Background: an optimization exercise with open tools, aiming at small area, a short achievable clock period and few clock cycles per item. Do not read the settings as production practice.
Where RTL was checked, it was by simulation tests only, not by an equivalence proof against the original.

Design muldiv_unit, start of the top module:
module muldiv_unit (
    input  logic                           clk,
    input  logic                           reset,
    input  logic                           req,
    input  muldiv_pkg::muldiv_req_t        req_data,
    output logic                           busy,
    output logic                           result_valid,
    output logic [rv_m_pkg::xlen-1:0]      result
);
For scale: about 140 flip-flops, about 100 I/O pins.
==> flow/config.mk <==
export PLATFORM = sky130hd
export DESIGN_NAME = muldiv_unit
export DESIGN_NICKNAME = muldiv_unit
export VERILOG_FILES = /design/flow/design.v
export SDC_FILE = /design/flow/constraint.sdc
export NUM_CORES = 4
export LEC_CHECK = 0
export CAP_MARGIN = 20
export CORE_MARGIN = 2
export CORE_UTILIZATION = 45
export CTS_BUF_LIST = sky130_fd_sc_hd__clkbuf_4 sky130_fd_sc_hd__clkbuf_8
export SETUP_SLACK_MARGIN = 1.0
export SLEW_MARGIN = 20
export SYNTH_HIERARCHICAL = 1
export SYNTH_MINIMUM_KEEP_SIZE = 0
==> flow/constraint.sdc <==
create_clock -name core_clock -period 5.0 [get_ports {clk}]
set_input_delay 1.0000 -clock core_clock [delete_from_list [all_inputs] [get_ports {clk}]]
set_output_delay 1.0000 -clock core_clock [all_outputs]
set_load 0.01 [all_outputs]
standard.sh (not shown) runs the stock make flow with config.mk's settings and CLKGATE_MAP_FILE= SYNTH_SCRIPT=/design/flow/synth_recipe.tcl, a recipe that flattens the netlist after the stock synthesis.
==> flow/flow/run.sh <==
#!/bin/bash
# Standard layout, with small fast buffers on the ports instead of ORFS's default
# port buffer. ORFS's own logs stay under orfs/logs; make's output goes to standard.log.
set -euo pipefail
export BUFFER_PORTS_ARGS="-buffer_cell sky130_fd_sc_hd__buf_2"
bash standard.sh > standard.log 2>&1
Next try:
--- a/flow/design.v
+++ b/flow/design.v
@@ -111,19 +111,19 @@
     logic        madd;      
     logic        m_last, d_last, fix;
     logic        finishing, accept;
     assign is_rem = op[1];
     assign mul_lo = (op[1:0] == 2'd0);
     assign q_neg  = a_neg ^ d[32];
     assign kdiff  = {1'b0, la} - {1'b0, lb} + {6'b0, corr};
     assign k      = kdiff[4:0];
     logic        triv;
-    assign triv   = bz || (corr ? ({1'b0, lb} > {1'b0, la} + 7'd1) : (lb > la));
+    assign triv   = bz || kdiff[6];
     assign lm     = swp ? lb : la;
     assign madd   = lm[5];
     assign mtgt   = madd ? 5'd15 : lm[5:1];
     assign m_last = (cnt == mtgt);
     assign d_last = (cnt == 5'd0);
     assign fix    = is_rem && x[32] && a_neg;      
     assign finishing = s_mfin || (s_div1 && triv) || (s_dstep && d_last && !is_rem && !q_neg)
                        || (s_dfin && !fix);
     assign busy   = !(s_idle || finishing);
@@ -202,23 +202,25 @@
     logic k_ainv0, k_ainv1, k_one0, k_one1, k_binv0, k_binv1, k_cin0, k_cin1;
     assign k_ainv0 = k_dfin && (!is_rem || a_neg);
     assign k_ainv1 = k_dfin && !is_rem;
     assign k_one0  = (k_mstep && nb_one) || k_mfin || k_dstep;
     assign k_one1  = k_one0 || (k_dfin && is_rem);
     assign k_binv0 = (k_mstep && nb_neg) || (k_dstep && !d[32]);
     assign k_binv1 = (k_mstep && nb_neg) || (k_dstep && d[32]) || (k_dfin && is_rem && d[32]);
     assign k_cin0  = (k_mstep && nb_neg) || (k_dstep && !d[32]) || (k_dfin && (!is_rem || a_neg));
     assign k_cin1  = (k_mstep && nb_neg) || (k_dstep && d[32]) || (k_dfin && (!is_rem || d[32]));
-    assign k_ainv  = nx32 ? k_ainv1 : k_ainv0;
-    assign k_one   = nx32 ? k_one1 : k_one0;
+    muldiv_pick4 u_pick (
+        .sel (nx32),
+        .a1  ({k_ainv1, k_one1, k_binv1, k_cin1}),
+        .a0  ({k_ainv0, k_one0, k_binv0, k_cin0}),
+        .y   ({k_ainv, k_one, k_binv, k_cin})
+    );
     assign k_two   = k_mstep && nb_two;
-    assign k_binv  = nx32 ? k_binv1 : k_binv0;
-    assign k_cin   = nx32 ? k_cin1 : k_cin0;
     always_ff @(posedge clk) begin
         if (accept) begin
             c_ax   <= r_div;
             c_aq   <= 1'b0;
             c_ainv <= r_div && r_a_neg;
             c_one  <= !r_div && f_one;
             c_two  <= !r_div && f_two;
             c_binv <= !r_div && f_neg;
             c_cin  <= r_div ? r_a_neg : f_neg;
@@ -248,39 +250,40 @@
             s_mfin  <= n_mfin;
             s_div1  <= n_div1;
             s_dstep <= n_dstep;
             s_dfin  <= n_dfin;
         end
     end
     logic [32:0] ld_x, ld_d, x_n, d_n;
     logic [31:0] q_n;
     logic        d_en;
-    logic        q_sum, q_fun;
+    logic        q_sum, q_fun, q_tx, q_t1;
     assign ld_x = r_swap ? {r_b_signed & r_b[31], r_b} : {r_a_signed & r_a[31], r_a};
     assign ld_d = r_swap ? {r_a_signed & r_a[31], r_a} : {r_b_signed & r_b[31], r_b};
     assign x_n  = ({33{s_mstep}} & sum[34:2])
                 | ({33{(s_div1 || s_dstep || s_dfin) && !accept}} & sum[32:0])
                 | ({33{accept}} & ld_x);
     assign d_en = accept || s_div1 || (s_dstep && !d_last);
     assign d_n  = ({33{accept}} & ld_d)
                 | ({33{s_div1 && !accept}} & fun)
                 | ({33{s_dstep && !accept}} & {d[32], d[32:1]});
     assign q_sum = (s_mfin && madd) || s_dfin;
     assign q_fun = s_mfin && !madd;
-    logic [31:0] q_triv;
-    assign q_triv = is_rem ? x[31:0] : {32{bz}};
+    assign q_tx  = s_div1 && triv && is_rem;
+    assign q_t1  = s_div1 && triv && !is_rem && bz;
     logic [31:0] q_o;       
     assign q_o   = ({32{q_sum}} & sum[31:0])
                  | ({32{q_fun}} & fun[31:0])
                  | ({32{s_mstep && first}}  & {sum[1:0], x[31:2]})
                  | ({32{s_mstep && !first}} & {sum[1:0], q[31:2]})
                  | ({32{s_dstep}} & {q[30:0], 1'b0})
-                 | ({32{s_div1 && triv}} & q_triv);
+                 | ({32{q_tx}} & x[31:0])
+                 | {32{q_t1}};
     assign q_n   = {q_o[31:1], s_dstep ? !sum[32] : q_o[0]};
     always_ff @(posedge clk) begin
         x <= x_n;
         if (d_en) d <= d_n;
         q <= q_n;
     end
     always_ff @(posedge clk) begin
         if (accept) begin
             op      <= r_op;
@@ -300,18 +303,26 @@
             if (s_div1)
                 cnt <= k;
             if (s_dstep)
                 cnt <= cnt - 5'd1;
         end
     end
     assign result_valid = rv;
     assign result       = q;
 endmodule
+module muldiv_pick4 (
+    input  logic       sel,
+    input  logic [3:0] a1,
+    input  logic [3:0] a0,
+    output logic [3:0] y
+);
+    assign y = sel ? a1 : a0;
+endmodule
 module muldiv_add35 (
     input  logic [34:0] a,
     input  logic [34:0] b,
     input  logic        cin,
     output logic [34:0] s
 );
     assign s = a + b + {34'b0, cin};
 endmodule
 `default_nettype wire
After rerunning: The changed run ran to the end with no violations; worst setup slack gets worse by 0.032 ns; sequential share of layout area is higher by 1.1 points; clock skew is about the same; cell area is lower by 5.7%; global-route usage is lower by 2.8 points; first-iteration DRC count is lower by 11%; hold slack barely changes; register-to-register slack gets worse by 0.03 ns; utilization is lower by 1.7 points; non-clock buffer count is lower by 62; die area is lower by 2.2%; routed wire length is lower by 7.8%.
Testbench counts after the change, summed over its fixed seeds: cycles 18,461, ops 2,400.
For the first run of this note, only the layout was checked, not whether the RTL still works.

## what the ideal ports hide
In the flow no input, the clock included, has a driving cell. The finished layouts below were timed again as built, in two steps. Step 1 assumes that a clkbuf_16 drives the clock port and a buf_2 every other input. Step 2 moves the port delays by t, midway between the first and last clock arrival at a register: inputs arrive t later, outputs are due t later. That takes back most of the time a late clock gives input paths. a / b / c = ideal / step 1 / step 2; a / b = the first two.
run | shift t [ns] | slack for setup (ns) | worst hold slack (ns) | worst data-port slew with drivers (ns)
the first run | 0.548 | 1.047 / 1.021 / 0.531 | 0.545 / 0.545 / 0.545 | 0.04
the second run | 0.559 | 1.016 / 1.016 / 0.667 | 0.545 / 0.545 / 0.545 | 0.04
After both steps every run listed still meets setup and hold. The setup slack of the first run, which loses most, moves by -0.026 ns with the drivers and by -0.516 ns with both steps.
